What follows belongs to an exercise in optimizing a design on an open flow for small area; a production flow would make more cautious choices.
At most, simulation tests tie the RTL to the original design; equivalence was not proved.
No functional check of the RTL was part of runs 3 and 4.
Power is estimated from default activity; no workload was simulated.

--- flow/design.v ---
`default_nettype none
package clk_div_pkg;
    typedef logic [10-1:0] master_t;
    typedef logic [8-1:0]   duty_t;
    typedef logic [13-1:0]     ch_time_t;
    typedef logic [1:0]              ch_idx_t;
    typedef logic [2:0]              ratio_t;
    localparam logic [3*4-1:0] CH_RATIO = {3'd5, 3'd3, 3'd2, 3'd1};
    typedef enum logic [1:0] {
        CALC_LOAD,
        CALC_DIVIDE,
        CALC_WRITE,
        CALC_COMMIT
    } calc_state_t;
endpackage
`default_nettype wire
`default_nettype none
module clk_divider_top (
    input  wire logic                 int_osc,
    input  wire logic                 rst,
    input  wire clk_div_pkg::master_t master_period_i,
    input  wire clk_div_pkg::duty_t   duty_cycle_i,
    output logic [4-1:0]     wave_o
);
    logic [6:0] t_q;
    logic       t_end;
    logic       t_mul;
    logic       t_div;
    assign t_end = (t_q == 7'd92);
    assign t_mul = (t_q[6:3] == 4'd1);
    assign t_div = (t_q[6:4] == 3'd1) && !(t_q[3] && (t_q[2] || t_q[1]));
    always_ff @(posedge int_osc or posedge rst) begin
        if (rst) begin
            t_q <= '0;
        end else begin
            t_q <= t_end ? 7'd0 : t_q + 7'd1;
        end
    end
    logic [9:0]  ms_q;
    logic [17:0] pr_q;
    logic [10:0] mul_sum;
    logic [8:0]  rem_sh;
    logic [8:0]  rem_inc;
    logic [9:0]  mul_b;
    logic [10:0] mc;
    assign mul_b = pr_q[0] ? ms_q : 10'd0;
    assign mc[0] = 1'b0;
    for (genvar i = 0; i < 10; i++) begin : g_mul
        assign mul_sum[i] = pr_q[8+i] ^ mul_b[i] ^ mc[i];
        assign mc[i+1]    = (pr_q[8+i] & mul_b[i]) | (mc[i] & (pr_q[8+i] ^ mul_b[i]));
    end
    assign mul_sum[10] = mc[10];
    assign rem_sh  = {pr_q[17:10], pr_q[9]};
    logic       qbit;
    logic [8:0] rc;
    assign qbit  = rem_sh[8] || (rem_sh[7:0] == 8'hff);
    assign rc[0] = qbit;
    for (genvar i = 0; i < 8; i++) begin : g_rinc
        assign rem_inc[i] = rem_sh[i] ^ rc[i];
        assign rc[i+1]    = rc[i] & rem_sh[i];
    end
    assign rem_inc[8] = qbit;
    always_ff @(posedge int_osc) begin
        if (t_q == 7'd0) begin
            ms_q <= master_period_i;
            pr_q <= {10'd0, duty_cycle_i};
        end else if (t_mul) begin
            pr_q <= {mul_sum, pr_q[7:1]};
        end else if (t_div) begin
            pr_q <= {rem_inc[7:0], pr_q[8:0], qbit};
        end
    end
    logic [7:0] e_new;
    logic [2:0] z_new;
    assign e_new = pr_q[17:10];
    logic [7:1] g;
    assign g[1] = (e_new >= 8'd51);
    assign g[2] = (e_new >= 8'd85);
    assign g[3] = (e_new >= 8'd102);
    assign g[4] = e_new[7];
    assign g[5] = (e_new >= 8'd153);
    assign g[6] = (e_new >= 8'd170);
    assign g[7] = (e_new >= 8'd204);
    assign z_new = {g[4], (g[2] && !g[4]) || g[6],
                    (g[1] && !g[2]) || (g[3] && !g[4]) || (g[5] && !g[6]) || g[7]};
    logic       vld_q;
    logic       upd_q;
    logic [9:0] m_q;
    logic [9:0] h_q;
    logic [2:0] z_q;
    logic       d1_q;
    logic [1:0] d2_q;
    logic [2:0] d3_q;
    logic       diff;
    assign diff = !vld_q || (ms_q != m_q) || (pr_q[9:0] != h_q)
               || (z_new != z_q);
    assign d1_q = z_q[2];
    assign d2_q = {z_q[2] && z_q[1], (z_q >= 3'd2) && (z_q <= 3'd5)};
    assign d3_q = {z_q == 3'd7, z_q[2] ^ (z_q[1] && z_q[0]), z_q[1] ^ z_q[0]};
    always_ff @(posedge int_osc or posedge rst) begin
        if (rst) begin
            vld_q <= 1'b0;
            upd_q <= 1'b0;
        end else begin
            upd_q <= t_end && diff;
            if (t_end) begin
                vld_q <= 1'b1;
            end
        end
    end
    always_ff @(posedge int_osc) begin
        if (t_end) begin
            m_q  <= ms_q;
            h_q  <= pr_q[9:0];
            z_q  <= z_new;
        end
    end
    logic [9:0]  c_q;
    logic        j1_q;
    logic [1:0]  j2_q;
    logic [2:0]  j3_q;
    logic        r1_q;   
    logic [1:0]  r2_q;
    logic [2:0]  r3_q;
    logic [9:0]  h1_q;
    logic [9:0]  h2_q;
    logic [9:0]  h3_q;
    logic [9:0]  c_inc;
    logic        cwrap;
    logic        w0, w1, w2, w3;
    logic        e1, e2, e3;
    logic [9:0]  c_nxt;
    logic        r1_nxt;
    logic [1:0]  r2_nxt;
    logic [2:0]  r3_nxt;
    logic [9:0]  h1_nxt;
    logic [9:0]  h2_nxt;
    logic [9:0]  h3_nxt;
    logic [10:0] ci;
    assign ci[0] = 1'b1;
    for (genvar i = 0; i < 10; i++) begin : g_inc
        assign c_inc[i] = c_q[i] ^ ci[i];
        assign ci[i+1]  = ci[i] & c_q[i];
    end
    assign cwrap = (c_inc == m_q);
    assign w0 = upd_q || cwrap;
    assign w1 = upd_q || (cwrap && j1_q);
    assign w2 = upd_q || (cwrap && (j2_q == 2'd2));
    assign w3 = upd_q || (cwrap && (j3_q == 3'd4));
    assign r1_q = c_q[0] ^ (j1_q && m_q[0]);
    assign e1 = r1_q;
    assign e2 = (r2_q == 2'd2);
    assign e3 = (r3_q == 3'd4);
    assign c_nxt  = w0 ? 10'd0 : c_inc;
    assign r1_nxt = (w1 || e1) ? 1'b0 : 1'b1;
    assign r2_nxt = (w2 || e2) ? 2'd0 : r2_q + 2'd1;
    assign r3_nxt = (w3 || e3) ? 3'd0 : r3_q + 3'd1;
    logic [10:0] b1, b2, b3;
    logic [9:0]  h1_dec, h2_dec, h3_dec;
    assign b1[0] = e1;
    assign b2[0] = e2;
    assign b3[0] = e3;
    for (genvar i = 0; i < 10; i++) begin : g_dec
        assign h1_dec[i] = h1_q[i] ^ b1[i];
        assign b1[i+1]   = b1[i] & ~h1_q[i];
        assign h2_dec[i] = h2_q[i] ^ b2[i];
        assign b2[i+1]   = b2[i] & ~h2_q[i];
        assign h3_dec[i] = h3_q[i] ^ b3[i];
        assign b3[i+1]   = b3[i] & ~h3_q[i];
    end
    assign h1_nxt = w1 ? h_q : h1_dec;
    assign h2_nxt = w2 ? h_q : h2_dec;
    assign h3_nxt = w3 ? h_q : h3_dec;
    always_ff @(posedge int_osc) begin
        c_q  <= c_nxt;
        r2_q <= r2_nxt;
        r3_q <= r3_nxt;
        h1_q <= h1_nxt;
        h2_q <= h2_nxt;
        h3_q <= h3_nxt;
        if (w1) begin
            j1_q <= 1'b0;
        end else if (cwrap) begin
            j1_q <= 1'b1;
        end
        if (w2) begin
            j2_q <= 2'd0;
        end else if (cwrap) begin
            j2_q <= j2_q + 2'd1;
        end
        if (w3) begin
            j3_q <= 3'd0;
        end else if (cwrap) begin
            j3_q <= j3_q + 3'd1;
        end
    end
    always_ff @(posedge int_osc or posedge rst) begin
        if (rst) begin
            wave_o <= '0;
        end else begin
            wave_o[0] <= w0 ? (vld_q && (h_q != 10'd0))
                            : (wave_o[0] && (c_nxt != h_q));
            wave_o[1] <= w1 ? (vld_q && ((h_q != 10'd0) || d1_q))
                            : (wave_o[1] && !((h1_nxt == 10'd0) && (r1_nxt == d1_q)));
            wave_o[2] <= w2 ? (vld_q && ((h_q != 10'd0) || (d2_q != 2'd0)))
                            : (wave_o[2] && !((h2_nxt == 10'd0) && (r2_nxt == d2_q)));
            wave_o[3] <= w3 ? (vld_q && ((h_q != 10'd0) || (d3_q != 3'd0)))
                            : (wave_o[3] && !((h3_nxt == 10'd0) && (r3_nxt == d3_q)));
        end
    end
endmodule
`default_nettype wire
--- flow/flow/run.sh ---
#!/bin/bash
# Own layout flow: the standard layout (standard.sh) with three changes.
#  1. Synthesis is the standard flow's synthesis script (synth_recipe.tcl, the same
#     registers, flattening and renaming) with the adder extraction left out
#     and ABC run with the area-oriented script flow/area.abc.
#  2. Every port gets the smallest buffer, buf_1.
#  3. The clock tree uses clkbuf_4 and no dummy loads.
# Each step's full output goes to a log file of its own in this folder.
set -euo pipefail
here=$(pwd)
sed "s#log_cmd abc {\*}\$abc_args#log_cmd abc -script ${here}/flow/area.abc {*}[lrange \$abc_args 2 end]#" \
    "${FLOW_HOME}/scripts/synth.tcl" > synth_area.tcl
grep -q "flow/area.abc" synth_area.tcl
sed "s#source \$::env(SCRIPTS_DIR)/synth.tcl#source ${here}/synth_area.tcl#" \
    synth_recipe.tcl > synth_own.tcl
grep -q "synth_area.tcl" synth_own.tcl
bash standard.sh synth SYNTH_SCRIPT="${here}/synth_own.tcl" ADDER_MAP_FILE= > synth.log 2>&1
export BUFFER_PORTS_ARGS="-buffer_cell sky130_fd_sc_hd__buf_1"
export CTS_ARGS="-sink_clustering_enable -repair_clock_nets -dont_use_dummy_load -buf_list sky130_fd_sc_hd__clkbuf_4 -sink_clustering_size 16 -sink_clustering_max_diameter 60"
bash standard.sh finish > layout.log 2>&1
--- flow/flow/area.abc ---
strash
dc2
dch -f
amap
topo
dnsize -c
--- flow/standard.sh ---
#!/bin/bash
# synth_recipe.tcl (not shown) runs the flow's synth.tcl, then flattens the netlist and writes it again
# the make line also repeats each setting of config.mk as NAME=value (left out here)
make -C /OpenROAD-flow-scripts/flow DESIGN_CONFIG=/design/flow/config.mk WORK_HOME=/design/flow/orfs CLKGATE_MAP_FILE= SYNTH_SCRIPT=/design/flow/synth_recipe.tcl "${@:-finish}"
--- flow/config.mk ---
export PLATFORM = sky130hd
export DESIGN_NAME = clk_divider_top
export DESIGN_NICKNAME = clk_divider_top
export VERILOG_FILES = /design/flow/design.v
export SDC_FILE = /design/flow/constraint.sdc
export NUM_CORES = 4
export LEC_CHECK = 0
export CAP_MARGIN = 20
export CORE_MARGIN = 2
export CORE_UTILIZATION = 70
export SLEW_MARGIN = 20
--- flow/constraint.sdc ---
create_clock -name core_clock -period 12.0 [get_ports {int_osc}]
set_input_delay 2.4000 -clock core_clock [delete_from_list [all_inputs] [get_ports {int_osc}]]
set_output_delay 2.4000 -clock core_clock [all_outputs]
set_load 0.01 [all_outputs]
==> flow_metrics.py, run 1 <==
metrics = {
    "status": {
        "status": "timing/DRC/antenna clean",
    },
    "power_and_ir_drop": {
        "irDropWorstVdd_mv": 0.08631,
        "powerDensity_nw_per_um2": 101.0,
        "power.leakage_nw": 1.982,
        "p_total_mw": 0.5857,
    },
    "sta": {
        "slew_headroom_pct": 39.10,
        "finalHoldViolCount": 0,
        "finalClockSkew_ps": 35.10,
        "rsz0062_at_grt": "no",
        "finalSetupViolCount": 0,
        "tns_ps": 0,
        "tightest_slew_ps": 903.9,
        "postLayoutSetupSlackWorst_ps": 6763,
        "fin_crit_sh_pct": 43.64,
        "slew_violations": 0,
        "max_freq_ghz": 0.1909,
        "period_minus_slack_ps": 5237,
    },
    "detailed_routing": {
        "drtIter0Drc": 473,
        "ant_nets": 0,
        "drtPass1Iterations": 7,
        "finalWirelength_um": 12800,
        "vias": 4945,
        "viasPerCell": 6.275,
        "drc": 0,
        "routedWlPerCell_um": 16.24,
    },
    "final_layout": {
        "area.growth.synth_to_final_pct": 7.219,
        "drive_gt1_share_pct": 3.499,
        "final_util_pct": 76.22,
        "antenna_cells": 0,
        "fill_cells": 580,
        "nNetsFinal": 708,
    },
    "logic_synthesis": {
        "yosys.area.top_type": "edfxtp_1",
        "ys_top_cells_by_area": "edfxtp_1, dfxtp_1, nor2_1",
        "syn_inst": 642,
        "syn_area_um2": 5408,
        "yosysMostFrequentCell": "nor2_1",
        "yosysUniqueCellTypes": 42,
        "async_flop_share_pct": 11.30,
        "ys_seq_area_share_pct": 51.37,
        "netlist.area_leader.share_pct": 22.77,
        "yosys-top-cells-count": "nor2_1, clkinv_1, nand2_1, a21oi_1, dfxtp_1",
        "yosysWarnings": 1,
        "ys_ff_latch": 115,
        "avgSynthCellArea_um2": 8.423,
        "synth_ff_type": "dfxtp_1",
        "synth_nets": 662,
        "synth_edf_count": 41,
    },
    "placed_design": {
        "gp_congestion": 0.9429,
        "dp_hpwl_um": 9386,
        "pre_cts_ws_ps": 6684,
        "portBuffers": 23,
    },
    "critical_path": {
        "cp_max_fo": 13,
        "crit_type": "flop to flop",
        "crit_required_ps": 12380,
        "crit_arrival_ps": 5620,
        "start_kind": "flop",
        "worst_setup_path_end_kind": "flop",
    },
    "global_routing": {
        "grt-ovfl-total": 0,
        "grt_pass1_vias": 4623,
        "grt_util_all_layers_pct": 32.06,
        "antenna_found_initial": 0,
        "grt_max_degree": 33,
        "grt_first_pass_wirelength_um": 20900,
    },
    "die": {
        "initial_core_util_pct": 71.09,
        "core-area_um2": 7607,
        "rows": 32,
        "floorplan.die.width_um": 91.90,
        "fp.dieH_um": 91.90,
        "pin_count": 24,
        "dieArea_um2": 8445,
    },
    "clock_tree": {
        "cts_max_level": 4,
        "cts_sinks": 115,
        "post_cts_buffers": 0,
        "ctsHoldBuffers": 0,
        "cts_buffer_depth": 2,
        "cts_resized": 0,
        "root_buffer": "clkbuf_4",
        "numCtsBuffers": 17,
        "insertion_delay_ps": 530,
        "cts_tree": "done",
        "path_clk_slew_ps": 100,
    },
    "worst_hold_path": {
        "hold_class": "flop to flop",
    },
    "job": {
        "drv_cap": 0,
    },
}
==> report_power, final <==
| part | total, mW | internal [mW] | switching, mW |
|---|---|---|---|
| Clock | 0.181 | 0.0645 | 0.117 |
| Sequential | 0.401 | 0.401 | 0 |
| Combinational | 0.00325 | 0.00144 | 0.00181 |
| Total | 0.586 | 0.467 | 0.118 |
==> area by class of cell <==
cell class              count  area [um2]  area share, %
multi-input cells         440        2322          40.05
flip-flops and latches    115        2778          47.91
repair buffers             27       116.4          2.007
clock buffers              17       127.6          2.201
well taps                 102       127.6          2.201
inverters                  87       326.6          5.632
==> cell families (layout without fill, tap and decap cells) <==
group                  Yosys count  in the layout  share of synthesized area, %
AOI/OAI and AO/OA              216            216                         25.01
buffers and inverters           87            131                         6.039
DFF                            115            115                         51.37
and+or+nand+nor                224            224                         17.58
==> per-layer routing <==
metal / part of all wire (%) / track usage (%) / routed length [um] / vias to the layer above
met3: 7.3 / 8.217 / 935 / 49
met5: 0 / 0 / 0 / -
met2: 49 / 54.11 / 6244 / 216
met1: 40 / 39.05 / 5176 / 2248
met4: 3.4 / 13.93 / 439 / 0
li1: - / - / - / 2432
==> cells in the final DEF, fill, tap and decap left out, drive strengths merged, types with 5 or more instances in the layout <==
| master | Yosys | final |
|---|---|---|
| a22oi | 12 | 12 |
| clkinv | 87 | 87 |
| dfrtp | 13 | 13 |
| buf | 0 | 27 |
| a2111oi | 9 | 9 |
| dfxtp | 61 | 61 |
| a31oi | 5 | 5 |
| nor3 | 12 | 12 |
| a221oi | 7 | 7 |
| edfxtp | 41 | 41 |
| nand2 | 65 | 65 |
| o22ai | 31 | 31 |
| nand3 | 7 | 7 |
| a21oi | 64 | 64 |
| nor2 | 109 | 109 |
| o21ai | 48 | 48 |
| a211oi | 9 | 9 |
| nand4 | 5 | 5 |
| o21a | 7 | 7 |
| nor4 | 8 | 8 |
| clkbuf | 0 | 17 |
==> state kept, by name, indices dropped and copies added, names as in the netlist <==
register and flops:
h2_q 10, j2_q 2, h1_q 10, vld_q 1
h_q 10, r3_q 3, m_q 10, pr_q 18
r2_q 2, j3_q 3, h3_q 10, ms_q 10
upd_q 1, c_q 10, z_q 3, wave_o 4
j1_q 1, t_q 7
==> through the flow <==
step | hold WS [ps] | std cells | area [um2]
after floorplan | 420.2 | 642 | 5408
after detailed placement | 441.8 | 771 | 5670
after CTS | 463.9 | 788 | 5798
after global routing | 481.9 | 788 | 5798
final | 461.6 | 788 | 5798
after global placement | 439.5 | 771 | 5670
==> worst max-delay path, stage by stage (launching register included) <==
cell and delay, ps:
dfxtp_1 360, nand2_1 100, clkinv_1 80, nand2_1 90
clkinv_1 70, nand2_1 90, clkinv_1 80, nand2_1 90
clkinv_1 80, nand2_1 90, clkinv_1 70, nand2_1 80
clkinv_1 70, nand2_1 90, clkinv_1 80, nand2_1 100
o21ai_0 140, nand2_1 90, o21ai_0 80, nor4_1 650
clkinv_1 390, nand2_1 440, o21ai_1 390, clkinv_1 320
o22ai_1 150, or4_1 560, nor3_1 170, o21ai_0 100
==> final timing paths <==
path	startpoint	to	slack, ps	cells after the start
setup reg to reg	c_q[0]	wave_o[1]	6760	27
hold / removal	t_q[0]	t_q[0]	460	1
setup / recovery	c_q[0]	wave_o[1]	6760	27
hold reg to reg	t_q[0]	t_q[0]	460	1
min in group asynchronous	rst	t_q[0]	1790	2
max in group asynchronous	rst	t_q[1]	9910	2
==> run 2, diff against run 1 <==
--- a/flow/design.v
+++ b/flow/design.v
@@ -145,16 +145,16 @@
     assign cwrap = (c_inc == m_q);
     assign w0 = upd_q || cwrap;
     assign w1 = upd_q || (cwrap && j1_q);
-    assign w2 = upd_q || (cwrap && (j2_q == 2'd2));
-    assign w3 = upd_q || (cwrap && (j3_q == 3'd4));
+    assign w2 = upd_q || (cwrap && j2_q[1]);   
+    assign w3 = upd_q || (cwrap && j3_q[2]);   
     assign r1_q = c_q[0] ^ (j1_q && m_q[0]);
     assign e1 = r1_q;
-    assign e2 = (r2_q == 2'd2);
-    assign e3 = (r3_q == 3'd4);
+    assign e2 = r2_q[1];   
+    assign e3 = r3_q[2];   
     assign c_nxt  = w0 ? 10'd0 : c_inc;
-    assign r1_nxt = (w1 || e1) ? 1'b0 : 1'b1;
-    assign r2_nxt = (w2 || e2) ? 2'd0 : r2_q + 2'd1;
-    assign r3_nxt = (w3 || e3) ? 3'd0 : r3_q + 3'd1;
+    assign r1_nxt = !(upd_q || e1);
+    assign r2_nxt = (upd_q || e2) ? 2'd0 : r2_q + 2'd1;
+    assign r3_nxt = (upd_q || e3) ? 3'd0 : r3_q + 3'd1;
     logic [10:0] b1, b2, b3;
     logic [9:0]  h1_dec, h2_dec, h3_dec;
     assign b1[0] = e1;
@@ -198,14 +198,10 @@
         if (rst) begin
             wave_o <= '0;
         end else begin
-            wave_o[0] <= w0 ? (vld_q && (h_q != 10'd0))
-                            : (wave_o[0] && (c_nxt != h_q));
-            wave_o[1] <= w1 ? (vld_q && ((h_q != 10'd0) || d1_q))
-                            : (wave_o[1] && !((h1_nxt == 10'd0) && (r1_nxt == d1_q)));
-            wave_o[2] <= w2 ? (vld_q && ((h_q != 10'd0) || (d2_q != 2'd0)))
-                            : (wave_o[2] && !((h2_nxt == 10'd0) && (r2_nxt == d2_q)));
-            wave_o[3] <= w3 ? (vld_q && ((h_q != 10'd0) || (d3_q != 3'd0)))
-                            : (wave_o[3] && !((h3_nxt == 10'd0) && (r3_nxt == d3_q)));
+            wave_o[0] <= vld_q && (w0 || wave_o[0]) && (c_nxt != h_q);
+            wave_o[1] <= vld_q && (w1 || wave_o[1]) && !((h1_nxt == 10'd0) && (r1_nxt == d1_q));
+            wave_o[2] <= vld_q && (w2 || wave_o[2]) && !((h2_nxt == 10'd0) && (r2_nxt == d2_q));
+            wave_o[3] <= vld_q && (w3 || wave_o[3]) && !((h3_nxt == 10'd0) && (r3_nxt == d3_q));
         end
     end
 endmodule
==> flow_metrics.py, run 2 <==
metrics = {
    "power_and_ir_drop": {
        "intPower_mw": 0.4675,
        "powerDensity_nw_per_um2": 103.5,
        "irDropWorstVdd_mv": 0.08473,
        "p_seq_share_pct": 68.2,
        "p_total_mw": 0.5886,
        "clkPwrFrac_pct": 31.3,
        "combPwrFrac_pct": 0.5,
        "p_sw_share_pct": 20.56,
        "p_sw_mw": 0.1210,
        "power.leakage_nw": 1.953,
    },
    "die": {
        "pin_count": 24,
        "rows": 31,
        "core-area_um2": 7292,
        "dieArea_um2": 8321,
        "floorplan.die.width_um": 91.22,
        "initial_core_util_pct": 73.03,
        "fp.dieH_um": 91.22,
    },
    "sta": {
        "period_minus_slack_ps": 5436,
        "rsz0062_at_grt": "no",
        "finalClockSkew_ps": 40.76,
        "max_freq_ghz": 0.1840,
        "hold_ws_ps": 433.2,
        "tightest_slew_ps": 1058,
        "postLayoutSetupSlackWorst_ps": 6564,
        "finalHoldViolCount": 0,
        "finalSetupViolCount": 0,
        "slew_violations": 0,
        "slew_headroom_pct": 28.73,
        "tns_ps": 0,
        "fin_crit_sh_pct": 45.30,
    },
    "placed_design": {
        "gp_congestion": 0.9646,
        "dp_hpwl_um": 9290,
        "portBuffers": 23,
        "pre_cts_ws_ps": 6678,
        "place_area_um2": 5558,
        "place_inst": 763,
    },
    "global_routing": {
        "grt_max_degree": 32,
        "grt_first_pass_wirelength_um": 21000,
        "grt_pass1_vias": 4608,
        "antenna_found_initial": 0,
        "grt-ovfl-total": 0,
        "grt_util_all_layers_pct": 32.47,
    },
    "logic_synthesis": {
        "synth-adder-area-share_pct": 0,
        "avgSynthCellArea_um2": 8.334,
        "synth_top_family_by_area": "compound AO/OA/AOI/OAI gates",
        "ys_seq_area_share_pct": 52.16,
        "muxShareOfSynthArea_pct": 0,
        "ys_top_cells_by_area": "edfxtp_1, dfxtp_1, nor2_1",
        "synth_nets": 659,
        "yosysMostFrequentCell": "nor2_1",
        "syn_inst": 639,
        "yosys.area.top_type": "edfxtp_1",
        "synth_ff_type": "dfxtp_1",
        "synth-xor-area-share_pct": 0.3289,
        "yosys-top-cells-count": "nor2_1, clkinv_1, a21oi_1, nand2_1, dfxtp_1",
        "synth_compound_area_share_pct": 24.30,
        "synth_edf_count": 41,
        "netlist.area_leader.share_pct": 23.12,
        "syn_area_um2": 5325,
        "async_flop_share_pct": 11.30,
        "yosysWarnings": 1,
        "ys_ff_latch": 115,
        "yosysUniqueCellTypes": 38,
        "synthSimpleGateAreaFrac_pct": 17.01,
    },
    "detailed_routing": {
        "viasPerCell": 6.137,
        "routedWlPerCell_um": 16.21,
        "drc": 0,
        "drtIter0Drc": 364,
        "ant_nets": 0,
        "vias": 4787,
        "drtPass1Iterations": 6,
        "finalWirelength_um": 12650,
    },
    "clock_tree": {
        "numCtsBuffers": 17,
        "ctsHoldBuffers": 0,
        "cts_sinks": 115,
        "cts_tree": "done",
        "root_buffer": "clkbuf_4",
        "cts_resized": 0,
        "post_cts_buffers": 0,
        "cts_buffer_depth": 2,
        "insertion_delay_ps": 510,
        "cts_max_level": 4,
        "path_clk_slew_ps": 110,
    },
    "final_layout": {
        "final_util_pct": 77.97,
        "largest_register_ff_count": 18,
        "multi_input_area_um2": 2225,
        "nNetsFinal": 703,
        "fill_cells": 541,
        "seq_area_um2": 2778,
        "fin_area_um2": 5685,
        "final_cells": 780,
        "area.growth.synth_to_final_pct": 6.767,
        "layout_common_cells": "nor2_1, clkinv_1, a21oi_1",
        "layout_commonest_cell": "nor2_1",
        "antenna_cells": 0,
        "drive_gt1_share_pct": 2.937,
        "top_register": "pr_q",
    },
    "critical_path": {
        "crit_required_ps": 12410,
        "start_kind": "flop",
        "crit_arrival_ps": 5840,
        "cp_max_fo": 16,
        "worst_setup_path_end_kind": "flop",
        "crit_type": "flop to flop",
    },
    "job": {
        "drv_cap": 0,
    },
    "status": {
        "status": "timing/DRC/antenna clean",
    },
    "worst_hold_path": {
        "hold_class": "flop to flop",
    },
}
[run 2: changes by cell type after synthesis, moves of 3 or more]
cell,change
o21ai_0,+5
nor2_1,+12
a21oi_1,+4
nand4_1,-3
or4_1,-3
nand3_1,-4
nand2_1,-3
o22ai_1,-3
[run 2: final cells by class]
| class | instances | area share, % |
|---|---|---|
| clock buffers | 17 | 2.245 |
| well taps | 99 | 2.179 |
| repair buffers | 25 | 1.783 |
| multi-input cells | 436 | 39.13 |
| flip-flops and latches | 115 | 48.86 |
| inverters | 88 | 5.810 |
[run 2: metal layers]
layer | vias to the layer above | global-route usage (%) | share of wire (%)
met4 | 0 | 15.53 | 3.9
met3 | 45 | 9.212 | 8.6
met2 | 224 | 52.59 | 47
li1 | 2366 | - | -
met5 | - | 0 | 0
met1 | 2152 | 40.15 | 41
[run 2: power groups by stage]
stage                     registers (mW)  clock network [mW]  logic [mW]
after detailed placement           0.410                   0     0.00323
after CTS                          0.401               0.184     0.00324
after global routing               0.401               0.201     0.00375
final                              0.401               0.184     0.00317
after global placement             0.410                   0     0.00311
after floorplan                    0.410                   0    0.000711
[run 2: worst max-delay path: stages (launching register included)]
cell	delay, ps
dfxtp_1	370
nand2_1	100
clkinv_1	90
nand2_1	110
clkinv_1	80
nand2_1	90
o21ai_0	150
nand2_1	110
o21ai_0	70
a2111oi_0	310
o211ai_1	140
a211oi_1	200
o211ai_1	120
nor4_1	770
or2_0	670
o21ai_0	590
clkinv_1	420
o22ai_1	170
nor4_1	420
nand3_1	140
nor4_1	180
nor3_1	70
[run 2: kinds of logic (layout without fill, tap and decap cells)]
group / Yosys count / count (layout)
AO/OA/AOI/OAI: 213 / 213
XOR/XNOR: 2 / 2
buffers and inverters: 88 / 130
flip-flops: 115 / 115
AND/OR/NAND/NOR: 221 / 221
[run 2: final timing paths]
| path | start | endpoint | slack [ps] | cells after the start |
|---|---|---|---|---|
| max | c_q[0] | wave_o[3] | 6560 | 21 |
| min reg2reg | r2_q[0] | r2_q[0] | 430 | 1 |
| max in group asynchronous | rst | wave_o[0] | 9870 | 2 |
| max reg2reg | c_q[0] | wave_o[3] | 6560 | 21 |
| min | r2_q[0] | r2_q[0] | 430 | 1 |
| min in group asynchronous | rst | wave_o[3] | 1820 | 2 |
==> run 3, diff against run 2 <==
--- a/flow/design.v
+++ b/flow/design.v
@@ -26,9 +26,11 @@
     logic       t_end;
     logic       t_mul;
     logic       t_div;
-    assign t_end = (t_q == 7'd92);
-    assign t_mul = (t_q[6:3] == 4'd1);
-    assign t_div = (t_q[6:4] == 3'd1) && !(t_q[3] && (t_q[2] || t_q[1]));
+    logic       t_start;
+    assign t_start = (t_q == 7'd0);
+    assign t_end   = (t_q == 7'd92);
+    assign t_mul   = (t_q >= 7'd74) && (t_q <= 7'd81);
+    assign t_div   = (t_q >= 7'd82) && (t_q <= 7'd91);
     always_ff @(posedge int_osc or posedge rst) begin
         if (rst) begin
             t_q <= '0;
@@ -61,13 +63,18 @@
     end
     assign rem_inc[8] = qbit;
     always_ff @(posedge int_osc) begin
-        if (t_q == 7'd0) begin
+        if (t_start) begin
             ms_q <= master_period_i;
-            pr_q <= {10'd0, duty_cycle_i};
-        end else if (t_mul) begin
+        end
+        if (t_mul) begin
             pr_q <= {mul_sum, pr_q[7:1]};
         end else if (t_div) begin
             pr_q <= {rem_inc[7:0], pr_q[8:0], qbit};
+        end else begin
+            pr_q[17:8] <= 10'd0;
+            if (t_start) begin
+                pr_q[7:0] <= duty_cycle_i;
+            end
         end
     end
     logic [7:0] e_new;
==> flow_metrics.py, run 3 <==
metrics = {
    "status": {
        "status": "timing/DRC/antenna clean",
    },
    "clock_tree": {
        "cts_buffer_depth": 2,
        "cts_tree": "done",
        "insertion_delay_ps": 520,
        "cts_resized": 0,
        "root_buffer": "clkbuf_4",
        "cts_max_level": 4,
        "path_clk_slew_ps": 100,
        "numCtsBuffers": 17,
        "ctsHoldBuffers": 0,
        "post_cts_buffers": 0,
        "cts_sinks": 115,
    },
    "sta": {
        "finalClockSkew_ps": 31.76,
        "finalSetupViolCount": 0,
        "tns_ps": 0,
        "period_minus_slack_ps": 4930,
        "finalHoldViolCount": 0,
        "tightest_slew_ps": 1021,
        "slew_headroom_pct": 30.15,
        "fin_crit_sh_pct": 41.08,
        "postLayoutSetupSlackWorst_ps": 7070,
        "max_freq_ghz": 0.2028,
        "rsz0062_at_grt": "no",
        "slew_violations": 0,
    },
    "final_layout": {
        "final_util_pct": 77.35,
        "layout_commonest_cell": "nor2_1",
        "antenna_cells": 0,
        "drive_gt1_share_pct": 3.459,
        "top_register": "pr_q",
        "nNetsFinal": 687,
        "final_cells": 764,
        "largest_register_ff_count": 18,
        "area.growth.synth_to_final_pct": 7.196,
        "layout_common_cells": "nor2_1, clkinv_1, dfxtp_1",
        "fill_cells": 566,
    },
    "global_routing": {
        "grt_first_pass_wirelength_um": 20100,
        "grt-ovfl-total": 0,
        "grt_max_degree": 30,
        "antenna_found_initial": 0,
        "grt_util_all_layers_pct": 31.74,
        "grt_pass1_vias": 4272,
    },
    "die": {
        "fp.dieH_um": 90.47,
        "dieArea_um2": 8185,
        "initial_core_util_pct": 72.16,
        "core-area_um2": 7253,
        "pin_count": 24,
        "floorplan.die.width_um": 90.47,
        "rows": 31,
    },
    "detailed_routing": {
        "met2_length_um": 5450,
        "routed.top_layer": "met4",
        "finalWirelength_um": 12110,
        "vias": 4656,
        "drtPass1Iterations": 5,
        "ant_nets": 0,
        "drc": 0,
        "drtIter0Drc": 462,
        "viasPerCell": 6.094,
        "wl_met3_um": 828,
        "routedWlPerCell_um": 15.85,
        "drt-met1-wl_um": 5250,
    },
    "logic_synthesis": {
        "async_flop_share_pct": 11.30,
        "synth_edf_count": 41,
        "syn_area_um2": 5234,
        "ys_top_cells_by_area": "edfxtp_1, dfxtp_1, nor2_1",
        "synth_nets": 641,
        "yosys.area.top_type": "edfxtp_1",
        "synth_ff_type": "dfxtp_1",
        "yosysWarnings": 1,
        "ys_seq_area_share_pct": 53.07,
        "yosys-top-cells-count": "nor2_1, clkinv_1, dfxtp_1, a21oi_1, nand2_1",
        "ys_ff_latch": 115,
        "yosysMostFrequentCell": "nor2_1",
        "syn_inst": 621,
        "yosysUniqueCellTypes": 35,
        "avgSynthCellArea_um2": 8.428,
        "netlist.area_leader.share_pct": 23.52,
    },
    "power_and_ir_drop": {
        "powerDensity_nw_per_um2": 104.7,
        "irDropWorstVdd_mv": 0.07570,
        "power.leakage_nw": 1.935,
    },
    "worst_hold_path": {
        "hold_class": "flop to flop",
    },
    "critical_path": {
        "cp_max_fo": 16,
        "start_kind": "flop",
        "crit_required_ps": 12370,
        "crit_type": "flop to flop",
        "crit_arrival_ps": 5300,
        "worst_setup_path_end_kind": "flop",
    },
    "job": {
        "drv_cap": 0,
    },
    "placed_design": {
        "portBuffers": 23,
        "pre_cts_ws_ps": 7219,
        "dp_hpwl_um": 9022,
        "gp_congestion": 0.9475,
        "place_inst": 747,
    },
}
[run 3: cell count changes in the layout (fill, tap and decap cells not counted), sizes merged, moves of 4 or more]
| cell | before | now |
|---|---|---|
| nand3 | 3 | 7 |
| clkinv | 88 | 96 |
| nor2 | 121 | 115 |
| nand2 | 62 | 54 |
| o21ai | 53 | 43 |
| a21oi | 68 | 58 |
| o22ai | 28 | 42 |
[run 3: logic make-up (layout without fill, tap and decap cells)]
group	count (synthesis)	count (layout)	share of synthesized area, %
XOR/XNOR	2	2	0.3347
buffers and inverters	96	140	6.885
AO/OA/AOI/OAI	198	198	23.21
AND/OR/NAND/NOR	210	210	16.50
flip-flops	115	115	53.07
[run 3: report_power, final]
part	switching [mW]	internal, mW	total [mW]
sequential	0	0.402	0.402
clock	0.116	0.0645	0.181
combinational	0.00259	0.00231	0.00490
total	0.119	0.469	0.588
[run 3: metrics by stage]
step	power (mW)	hold WS, ps	instance area (um2)
4_1_cts	0.5909	435.1	5610
5_1_grt	0.6117	446.8	5610
3_5_place_dp	0.4157	414.0	5483
6_report	0.5876	433.2	5610
2_1_floorplan	0.4129	391.1	5234
3_3_place_gp	0.4156	404.5	5483
[run 3: worst max-delay path, cell delays in order, from the launching register on]
cell and delay, ps:
dfxtp_1 340, nand2_1 90, clkinv_1 70, nand2_1 80
clkinv_1 70, nand2_1 80, clkinv_1 70, nand2_1 80
clkinv_1 70, nand2_1 80, clkinv_1 70, nand2_1 80
clkinv_1 70, nand2_1 90, clkinv_1 80, nand2_1 100
o21ai_0 140, o221ai_1 210, a21oi_1 70, o2111ai_1 140
clkinv_1 200, or2_0 500, o21ai_0 490, clkinv_1 640
nor2_1 240, a21oi_1 80, nor4_1 400, a311oi_1 150
[run 3: layer usage]
layer,vias to the layer above,GRT usage [%]
met5,-,0
met4,0,16.41
met3,53,9.182
met2,200,47.82
met1,2089,41.94
li1,2314,-
[run 3: area by class of cell]
cell class | instances | area, um2 | area share [%]
Inverter | 96 | 360.3 | 6.423
Clock buffer | 17 | 127.6 | 2.275
Tap cell | 99 | 123.9 | 2.208
Multi-Input combinational cell | 410 | 2105 | 37.51
Sequential cell | 115 | 2778 | 49.51
Timing Repair Buffer | 27 | 116.4 | 2.074
[run 3: final timing paths]
check | from | end | slack, ps | cells past startpoint
max | c_q[0] | wave_o[3] | 7070 | 27
min | r2_q[0] | r2_q[0] | 430 | 1
max reg2reg | c_q[0] | wave_o[3] | 7070 | 27
min reg2reg | r2_q[0] | r2_q[0] | 430 | 1
max in group asynchronous | rst | vld_q | 9880 | 2
min in group asynchronous | rst | t_q[6] | 1810 | 2
==> run 4, diff against run 3 <==
--- a/flow/config.mk
+++ b/flow/config.mk
@@ -5,7 +5,7 @@
 export SDC_FILE = /design/flow/constraint.sdc
 export NUM_CORES = 4
 export LEC_CHECK = 0
-export CAP_MARGIN = 20
+export CAP_MARGIN = 0
 export CORE_MARGIN = 2
 export CORE_UTILIZATION = 70
-export SLEW_MARGIN = 20
+export SLEW_MARGIN = 0
==> flow_metrics.py, run 4 <==
metrics = {
    "sta": {
        "period_minus_slack_ps": 4930,
        "slew_violations": 0,
        "finalSetupViolCount": 0,
        "finalClockSkew_ps": 31.76,
        "tns_ps": 0,
        "finalHoldViolCount": 0,
        "slew_headroom_pct": 30.15,
        "max_freq_ghz": 0.2028,
        "tightest_slew_ps": 1021,
        "fin_crit_sh_pct": 41.08,
        "rsz0062_at_grt": "no",
    },
    "status": {
        "status": "timing/DRC/antenna clean",
    },
    "final_layout": {
        "drive_gt1_share_pct": 3.459,
        "fin_area_um2": 5610,
        "layout_commonest_cell": "nor2_1",
        "multi_input_area_um2": 2105,
        "seq_area_um2": 2778,
        "area.growth.synth_to_final_pct": 7.196,
        "layout_common_cells": "nor2_1, clkinv_1, dfxtp_1",
        "fill_cells": 566,
        "nNetsFinal": 687,
        "largest_register_ff_count": 18,
        "top_register": "pr_q",
        "antenna_cells": 0,
    },
    "clock_tree": {
        "path_clk_slew_ps": 100,
        "ctsHoldBuffers": 0,
        "cts_resized": 0,
        "cts_max_level": 4,
        "cts_buffer_depth": 2,
        "cts_tree": "done",
        "root_buffer": "clkbuf_4",
        "insertion_delay_ps": 520,
        "numCtsBuffers": 17,
        "cts_sinks": 115,
        "post_cts_buffers": 0,
    },
    "critical_path": {
        "start_kind": "flop",
        "worst_setup_path_end_kind": "flop",
        "crit_arrival_ps": 5300,
        "crit_required_ps": 12370,
        "crit_type": "flop to flop",
        "cp_max_fo": 16,
        "regToRegSetupSlack_ps": 7070,
    },
    "detailed_routing": {
        "routedWlPerCell_um": 15.85,
        "ant_nets": 0,
        "viasPerCell": 6.094,
        "vias": 4656,
        "drtIter0Drc": 462,
        "drtPass1Iterations": 5,
        "finalWirelength_um": 12110,
        "drc": 0,
    },
    "logic_synthesis": {
        "synth_nets": 641,
        "ys_ff_latch": 115,
        "ys_seq_area_share_pct": 53.07,
        "syn_area_um2": 5234,
        "ys_top_cells_by_area": "edfxtp_1, dfxtp_1, nor2_1",
        "yosys.area.top_type": "edfxtp_1",
        "yosysUniqueCellTypes": 35,
        "async_flop_share_pct": 11.30,
        "syn_inst": 621,
        "yosys-top-cells-count": "nor2_1, clkinv_1, dfxtp_1, a21oi_1, nand2_1",
        "avgSynthCellArea_um2": 8.428,
        "synth_edf_count": 41,
        "yosysWarnings": 1,
        "netlist.area_leader.share_pct": 23.52,
        "synth_ff_type": "dfxtp_1",
        "yosysMostFrequentCell": "nor2_1",
    },
    "die": {
        "pin_count": 24,
        "core-area_um2": 7253,
        "rows": 31,
        "floorplan.die.width_um": 90.47,
        "initial_core_util_pct": 72.16,
        "dieArea_um2": 8185,
        "fp.dieH_um": 90.47,
    },
    "global_routing": {
        "grt_first_pass_wirelength_um": 20100,
        "grt_pass1_vias": 4272,
        "antenna_found_initial": 0,
        "grt-ovfl-total": 0,
        "grt_max_degree": 30,
        "grt_util_all_layers_pct": 31.74,
    },
    "placed_design": {
        "gp_congestion": 0.9475,
        "dp_hpwl_um": 9022,
        "place_area_um2": 5483,
        "portBuffers": 23,
    },
    "power_and_ir_drop": {
        "power.leakage_nw": 1.935,
        "irDropWorstVdd_mv": 0.07570,
        "powerDensity_nw_per_um2": 104.7,
    },
    "job": {
        "drv_cap": 0,
    },
    "worst_hold_path": {
        "hold_class": "flop to flop",
    },
}
## run 4: cell counts after synthesis
No cell type changed its count.
## run 4: worst max-delay path: stages, from the launching register on
cell and delay [ps]:
dfxtp_1 340, nand2_1 90, clkinv_1 70, nand2_1 80, clkinv_1 70, nand2_1 80, clkinv_1 70, nand2_1 80
clkinv_1 70, nand2_1 80, clkinv_1 70, nand2_1 80, clkinv_1 70, nand2_1 90, clkinv_1 80, nand2_1 100
o21ai_0 140, o221ai_1 210, a21oi_1 70, o2111ai_1 140, clkinv_1 200, or2_0 500, o21ai_0 490, clkinv_1 640
nor2_1 240, a21oi_1 80, nor4_1 400, a311oi_1 150
## run 4: stage by stage
stage	setup slack (ps)	power (mW)	util [%]	hold slack (ps)	std cells
2_1_floorplan	8063	0.4129	-	391.1	621
3_3_place_gp	7565	0.4156	75.59	404.5	747
3_5_place_dp	7219	0.4157	75.59	414.0	747
4_1_cts	7208	0.5909	77.35	435.1	764
5_1_grt	6619	0.6117	77.35	446.8	764
6_report	7070	0.5876	77.35	433.2	764
## run 4: per-layer routing
metal  global-route usage [%]  wire, um  share of wire [%]
met1                    41.94      5250                 43
met2                    47.82      5450                 45
met3                    9.182       828                6.8
met4                    16.41       580                4.8
met5                        0         0                  0
## run 4: final cells by class
class	count	area share (%)
sequential	115	49.51
multi-input combinational	410	37.51
inverter	96	6.423
clock buffer	17	2.275
tap	99	2.208
timing repair buffer	27	2.074
## run 4: cells by family after synthesis
logic type                count (synthesis)  share of synthesized area, %
and+or+nand+nor                         210                         16.50
AOI/OAI and AO/OA                       198                         23.21
DFF                                     115                         53.07
buffers and inverters                    96                         6.885
xor gates and xnor gates                  2                        0.3347
## run 4: where the power goes
part | switching [mW] | internal (mW) | leakage, nW
clock network | 0.116 | 0.0645 | 0.0782
logic | 0.00259 | 0.00231 | 0.809
registers | 0 | 0.402 | 1.05
## run 4: path summary, 6_finish.rpt
path	from	to	depth (start not counted)
min in group asynchronous	rst	t_q[6]	2
worst max-delay path	c_q[0]	wave_o[3]	27
max in group asynchronous	rst	vld_q	2
worst max register to register	c_q[0]	wave_o[3]	27
worst min register to register	r2_q[0]	r2_q[0]	1
worst min-delay path	r2_q[0]	r2_q[0]	1
==> run 5, diff against run 4 <==
--- a/flow/design.v
+++ b/flow/design.v
@@ -28,7 +28,7 @@
     logic       t_div;
     logic       t_start;
     assign t_start = (t_q == 7'd0);
-    assign t_end   = (t_q == 7'd92);
+    assign t_end   = t_q[6] && t_q[4] && t_q[3] && t_q[2];   
     assign t_mul   = (t_q >= 7'd74) && (t_q <= 7'd81);
     assign t_div   = (t_q >= 7'd82) && (t_q <= 7'd91);
     always_ff @(posedge int_osc or posedge rst) begin
--- a/flow/config.mk
+++ b/flow/config.mk
@@ -5,7 +5,8 @@
 export SDC_FILE = /design/flow/constraint.sdc
 export NUM_CORES = 4
 export LEC_CHECK = 0
-export CAP_MARGIN = 0
+export CAP_MARGIN = 20
 export CORE_MARGIN = 2
 export CORE_UTILIZATION = 70
-export SLEW_MARGIN = 0
+export GPL_TIMING_DRIVEN = 0
+export SLEW_MARGIN = 20
==> flow_metrics.py, run 5 <==
metrics = {
    "detailed_routing": {
        "drtPass1Iterations": 5,
        "finalWirelength_um": 11940,
        "vias": 4627,
        "viasPerCell": 6.128,
        "drc": 0,
        "ant_nets": 0,
        "drtIter0Drc": 396,
        "routedWlPerCell_um": 15.82,
    },
    "final_layout": {
        "antenna_cells": 0,
        "largest_register_ff_count": 18,
        "layout_common_cells": "nor2_1, clkinv_1, dfxtp_1",
        "nNetsFinal": 678,
        "final_util_pct": 77.26,
        "fill_cells": 544,
        "final_cells": 755,
        "fin_area_um2": 5574,
        "top_register": "pr_q",
        "layout_commonest_cell": "nor2_1",
        "drive_gt1_share_pct": 3.201,
        "area.growth.synth_to_final_pct": 6.963,
    },
    "sta": {
        "tightest_slew_ps": 993.6,
        "period_minus_slack_ps": 5114,
        "fin_crit_sh_pct": 42.61,
        "postLayoutSetupSlackWorst_ps": 6886,
        "slew_violations": 0,
        "slew_headroom_pct": 33.06,
        "max_freq_ghz": 0.1956,
        "finalClockSkew_ps": 36.09,
        "finalHoldViolCount": 0,
        "hold_ws_ps": 453.3,
        "rsz0062_at_grt": "no",
        "finalSetupViolCount": 0,
        "tns_ps": 0,
    },
    "critical_path": {
        "worst_setup_path_end_kind": "flop",
        "cp_max_fo": 16,
        "r2r-end": "wave_o[3]",
        "crit_arrival_ps": 5480,
        "start_kind": "flop",
        "regToRegSetupSlack_ps": 6890,
        "critPathBufInv": 3,
        "cp_slowest_cell": "or2_0",
        "cpMostUsedCell": "clkinv_1",
        "crit_required_ps": 12370,
        "r2r_start": "c_q[0]",
        "crit_type": "flop to flop",
        "critPathTopFamily": "compound AO/OA/AOI/OAI gates",
        "path_cells": "nand2_1 -> clkinv_1 -> nand2_1 -> clkinv_1 -> o21ai_0 -> a21oi_1 -> a2111oi_0 -> o211ai_1 -> a211oi_1 -> o211ai_1 -> nor4_2 -> or2_0 -> o21ai_0 -> clkinv_1 -> o22ai_1 -> nor4_1 -> a31oi_1",
        "reg2regPathDepth": 17,
        "cp_slowest_stage_delay_ps": 680,
    },
    "placed_design": {
        "portBuffers": 23,
        "place_area_um2": 5440,
        "gp_congestion": 0.8821,
        "dp_hpwl_um": 8764,
        "pre_cts_ws_ps": 6723,
        "place_inst": 738,
    },
    "clock_tree": {
        "cts_max_level": 4,
        "cts_buffer_depth": 2,
        "post_cts_buffers": 0,
        "cts_resized": 0,
        "insertion_delay_ps": 500,
        "ctsHoldBuffers": 0,
        "numCtsBuffers": 17,
        "cts_sinks": 115,
        "cts_tree": "done",
        "root_buffer": "clkbuf_4",
        "path_clk_slew_ps": 110,
    },
    "logic_synthesis": {
        "synth_nets": 635,
        "yosysMostFrequentCell": "nor2_1",
        "netlist.area_leader.share_pct": 23.63,
        "yosysUniqueCellTypes": 36,
        "async_flop_share_pct": 11.30,
        "syn_inst": 615,
        "ys_top_cells_by_area": "edfxtp_1, dfxtp_1, nor2_1",
        "avgSynthCellArea_um2": 8.474,
        "synth_edf_count": 41,
        "ys_seq_area_share_pct": 53.30,
        "yosysWarnings": 1,
        "yosys-top-cells-count": "nor2_1, clkinv_1, dfxtp_1, a21oi_1, o21ai_0",
        "synth_ff_type": "dfxtp_1",
        "yosys.area.top_type": "edfxtp_1",
        "syn_area_um2": 5211,
        "ys_ff_latch": 115,
    },
    "global_routing": {
        "grt_pass1_vias": 4242,
        "grt_util_all_layers_pct": 30.77,
        "grt-ovfl-total": 0,
        "antenna_found_initial": 0,
        "grt_first_pass_wirelength_um": 19560,
        "grt_max_degree": 30,
    },
    "status": {
        "status": "timing/DRC/antenna clean",
    },
    "die": {
        "rows": 31,
        "pin_count": 24,
        "fp.dieH_um": 90.28,
        "dieArea_um2": 8150,
        "core-area_um2": 7214,
        "floorplan.die.width_um": 90.28,
        "initial_core_util_pct": 72.23,
    },
    "power_and_ir_drop": {
        "p_sw_mw": 0.1196,
        "p_seq_share_pct": 68.3,
        "intPower_mw": 0.4689,
        "powerDensity_nw_per_um2": 105.6,
        "clkPwrFrac_pct": 30.9,
        "irDropWorstVdd_mv": 0.07528,
        "p_sw_share_pct": 20.33,
        "power.leakage_nw": 1.886,
        "combPwrFrac_pct": 0.8,
        "p_total_mw": 0.5885,
    },
    "job": {
        "drv_cap": 0,
    },
    "worst_hold_path": {
        "hold_class": "flop to flop",
        "holdPathEnd": "r2_q[0]",
        "worstHoldStart": "r2_q[0]",
        "whs_path_depth": 1,
    },
}
-- run 5: routing by layer --
layer	wire [um]	share of wire (%)	global-route usage [%]	up-vias
met2	5790	48	52.19	177
met1	4940	41	37.18	2120
li1	-	-	-	2291
met3	709	5.9	6.845	39
met5	0	0	0	-
met4	502	4.2	15.26	0
-- run 5: worst register-to-register path, delay by kind of cell (launching register included) --
| family | cells | cell delay (ps) |
|---|---|---|
| buf+inv | 3 | 560 |
| flops | 1 | 360 |
| simple gates | 5 | 1830 |
| compound gates | 9 | 2230 |
-- run 5: power by group through the flow --
stage / combinational, mW / clock, mW / sequential, mW
floorplan: 0.00210 / 0 / 0.411
global placement: 0.00467 / 0 / 0.411
detailed placement: 0.00488 / 0 / 0.411
CTS: 0.00489 / 0.183 / 0.402
global route: 0.00555 / 0.200 / 0.402
finish: 0.00478 / 0.182 / 0.402
-- run 5: worst max-delay path by stage --
stage	cells past startpoint	slack [ps]	startpoint	endpoint
after floorplan	17	8010	c_q[0]	wave_o[3]
after global placement	17	6890	c_q[0]	wave_o[2]
after detailed placement	17	6720	c_q[0]	wave_o[3]
after CTS	17	6690	c_q[0]	wave_o[3]
after global routing	23	6280	c_q[0]	wave_o[3]
final	17	6890	c_q[0]	wave_o[3]
-- run 5: final cells by class --
class | instances | area (um2) | area share (%)
clock buffers | 17 | 127.6 | 2.290
inverters | 93 | 349.1 | 6.263
multi-input cells | 407 | 2102 | 37.71
flip-flops and latches | 115 | 2778 | 49.83
well taps | 99 | 123.9 | 2.222
repair buffers | 24 | 93.84 | 1.684
-- run 5: cells by family after synthesis --
family | Yosys count | synth area share [%]
simple gates | 203 | 16.30
xor+xnor | 1 | 0.1681
buf+inv | 93 | 6.699
flops | 115 | 53.30
compound gates | 203 | 23.53
==> run 6, diff against run 5 <==
--- a/flow/config.mk
+++ b/flow/config.mk
@@ -8,5 +8,4 @@
 export CAP_MARGIN = 20
 export CORE_MARGIN = 2
 export CORE_UTILIZATION = 70
-export GPL_TIMING_DRIVEN = 0
 export SLEW_MARGIN = 20
==> flow_metrics.py, run 6 <==
metrics = {
    "logic_synthesis": {
        "ys_seq_area_share_pct": 53.30,
        "yosysUniqueCellTypes": 36,
        "yosys.area.top_type": "edfxtp_1",
        "netlist.area_leader.share_pct": 23.63,
        "ys_top_cells_by_area": "edfxtp_1, dfxtp_1, nor2_1",
        "async_flop_share_pct": 11.30,
        "yosysWarnings": 1,
        "synth_edf_count": 41,
        "synth_ff_type": "dfxtp_1",
        "syn_area_um2": 5211,
        "avgSynthCellArea_um2": 8.474,
        "yosys-top-cells-count": "nor2_1, clkinv_1, dfxtp_1, a21oi_1, o21ai_0",
        "yosysMostFrequentCell": "nor2_1",
        "synth_nets": 635,
        "ys_ff_latch": 115,
        "syn_inst": 615,
    },
    "sta": {
        "finalSetupViolCount": 0,
        "slew_headroom_pct": 33.82,
        "hold_ws_ps": 436.6,
        "tightest_slew_ps": 986.6,
        "finalClockSkew_ps": 37.39,
        "tns_ps": 0,
        "rsz0062_at_grt": "no",
        "finalHoldViolCount": 0,
        "slew_violations": 0,
        "period_minus_slack_ps": 5162,
        "max_freq_ghz": 0.1937,
        "fin_crit_sh_pct": 43.01,
    },
    "final_layout": {
        "fin_area_um2": 5564,
        "multi_input_area_um2": 2085,
        "antenna_cells": 0,
        "nNetsFinal": 679,
        "fill_cells": 539,
        "drive_gt1_share_pct": 2.892,
        "layout_common_cells": "nor2_1, clkinv_1, dfxtp_1",
        "largest_register_ff_count": 18,
        "layout_commonest_cell": "nor2_1",
        "top_register": "pr_q",
        "area.growth.synth_to_final_pct": 6.771,
        "seq_area_um2": 2778,
    },
    "detailed_routing": {
        "vias": 4665,
        "drtIter0Drc": 405,
        "finalWirelength_um": 12450,
        "viasPerCell": 6.171,
        "drc": 0,
        "routedWlPerCell_um": 16.47,
        "ant_nets": 0,
        "drtPass1Iterations": 6,
    },
    "die": {
        "rows": 31,
        "core-area_um2": 7214,
        "dieArea_um2": 8150,
        "pin_count": 24,
        "initial_core_util_pct": 72.23,
        "floorplan.die.width_um": 90.28,
        "fp.dieH_um": 90.28,
    },
    "clock_tree": {
        "post_cts_buffers": 0,
        "insertion_delay_ps": 500,
        "numCtsBuffers": 17,
        "root_buffer": "clkbuf_4",
        "cts_resized": 0,
        "cts_sinks": 115,
        "cts_buffer_depth": 2,
        "ctsHoldBuffers": 0,
        "cts_max_level": 4,
        "path_clk_slew_ps": 100,
        "cts_tree": "done",
    },
    "power_and_ir_drop": {
        "clkPwrFrac_pct": 30.8,
        "irDropWorstVdd_mv": 0.08428,
        "combPwrFrac_pct": 0.8,
        "p_total_mw": 0.5878,
        "powerDensity_nw_per_um2": 105.6,
        "intPower_mw": 0.4689,
        "p_seq_share_pct": 68.4,
        "p_sw_mw": 0.1189,
        "power.leakage_nw": 1.889,
        "p_sw_share_pct": 20.23,
    },
    "global_routing": {
        "grt_max_degree": 30,
        "grt_pass1_vias": 4384,
        "grt_util_all_layers_pct": 32.79,
        "grt_first_pass_wirelength_um": 20880,
        "antenna_found_initial": 0,
        "grt-ovfl-total": 0,
    },
    "critical_path": {
        "crit_arrival_ps": 5500,
        "cp_max_fo": 16,
        "cp_slowest_cell": "nor4_1",
        "crit_required_ps": 12340,
        "cp_slowest_stage_delay_ps": 770,
        "start_kind": "flop",
        "worst_setup_path_end_kind": "flop",
        "crit_type": "flop to flop",
    },
    "placed_design": {
        "place_area_um2": 5436,
        "portBuffers": 23,
        "gp_congestion": 0.8921,
        "dp_hpwl_um": 9260,
    },
    "status": {
        "status": "timing/DRC/antenna clean",
    },
    "worst_hold_path": {
        "hold_class": "flop to flop",
    },
    "job": {
        "drv_cap": 0,
    },
}
[run 6: stage by stage]
stage,util [%],worst slack (ps),std cells
6_report,77.12,6838,756
5_1_grt,77.12,6158,756
4_1_cts,77.12,6963,756
3_5_place_dp,75.36,7032,739
3_3_place_gp,75.36,7323,739
2_1_floorplan,-,8005,615
[run 6: cell type report]
class / count / area share [%]
clock buffer: 17 / 2.294
tap: 99 / 2.226
multi-input combinational: 407 / 37.46
inverter: 93 / 6.274
timing repair buffer: 25 / 1.821
sequential: 115 / 49.92
[run 6: path summary, 6_finish.rpt]
path,startpoint,endpoint,slack (ps),depth (start not counted)
max,c_q[0],wave_o[3],6840,25
max reg2reg,c_q[0],wave_o[3],6840,25
max in group asynchronous,rst,wave_o[3],9830,2
min in group asynchronous,rst,t_q[2],1840,2
min,r2_q[0],r2_q[0],440,1
min reg2reg,r2_q[0],r2_q[0],440,1
[run 6: cells by family after synthesis]
| kind of cell | Yosys count | synth area share (%) |
|---|---|---|
| AO/OA/AOI/OAI | 203 | 23.53 |
| AND/OR/NAND/NOR | 203 | 16.30 |
| flip-flops | 115 | 53.30 |
| buffers and inverters | 93 | 6.699 |
| XOR/XNOR | 1 | 0.1681 |
[run 6: power groups by stage]
stage          logic (mW)  clock network [mW]  registers (mW)
2_1_floorplan     0.00210                   0           0.411
3_3_place_gp      0.00475                   0           0.411
3_5_place_dp      0.00488                   0           0.411
4_1_cts           0.00491               0.184           0.402
5_1_grt           0.00560               0.200           0.402
6_report          0.00484               0.181           0.402
[run 6: critical path: cells and delay by family, from the launching register on]
kind | cells | cell delay, ps
buf+inv | 8 | 910
compound gates | 5 | 1060
flops | 1 | 360
simple gates | 12 | 2670
[run 6: per-layer routing]
layer / wire [um] / share of wire, % / global-route usage, %
met5: 0 / 0 / 0
met4: 411 / 3.3 / 14.87
met3: 901 / 7.2 / 8.013
met2: 6135 / 49 / 54.89
met1: 5001 / 40 / 40.44

## afterwards: timing with drivers on the ports
How much do the figures lean on ideal ports? The routed layouts below were timed once more, with nothing changed but the port constraints. Step 1, drivers: a clkbuf_16 drives int_osc and a buf_2 each remaining input, both assumed. Step 2 moves the port delays by t, midway between the first and last clock arrival at a register: inputs arrive t later, outputs are due t later. That takes back most of the time a late clock gives input paths. Three values: ideal ports, drivers, drivers and shift; two values: the first two.
| run | t (ns) | setup slack, ns | hold WS [ns] | worst data-port slew with drivers (ns) | pins driven straight from the clock port |
|---|---|---|---|---|---|
| run 1 | 0.542 | 6.763 / 6.763 / 6.763 | 0.462 / 0.462 / 0.462 | 0.03 | 1 |
| run 2 | 0.522 | 6.564 / 6.564 / 6.564 | 0.433 / 0.433 / 0.433 | 0.03 | 1 |
| run 3 | 0.533 | 7.070 / 7.070 / 7.070 | 0.433 / 0.433 / 0.433 | 0.04 | 1 |
| run 4 | 0.533 | 7.070 / 7.070 / 7.070 | 0.433 / 0.433 / 0.433 | 0.04 | 1 |
| run 5 | 0.518 | 6.886 / 6.886 / 6.886 | 0.453 / 0.453 / 0.453 | 0.04 | 1 |
| run 6 | 0.518 | 6.838 / 6.838 / 6.838 | 0.437 / 0.437 / 0.437 | 0.04 | 1 |
After both steps setup and hold are still met in every run listed.
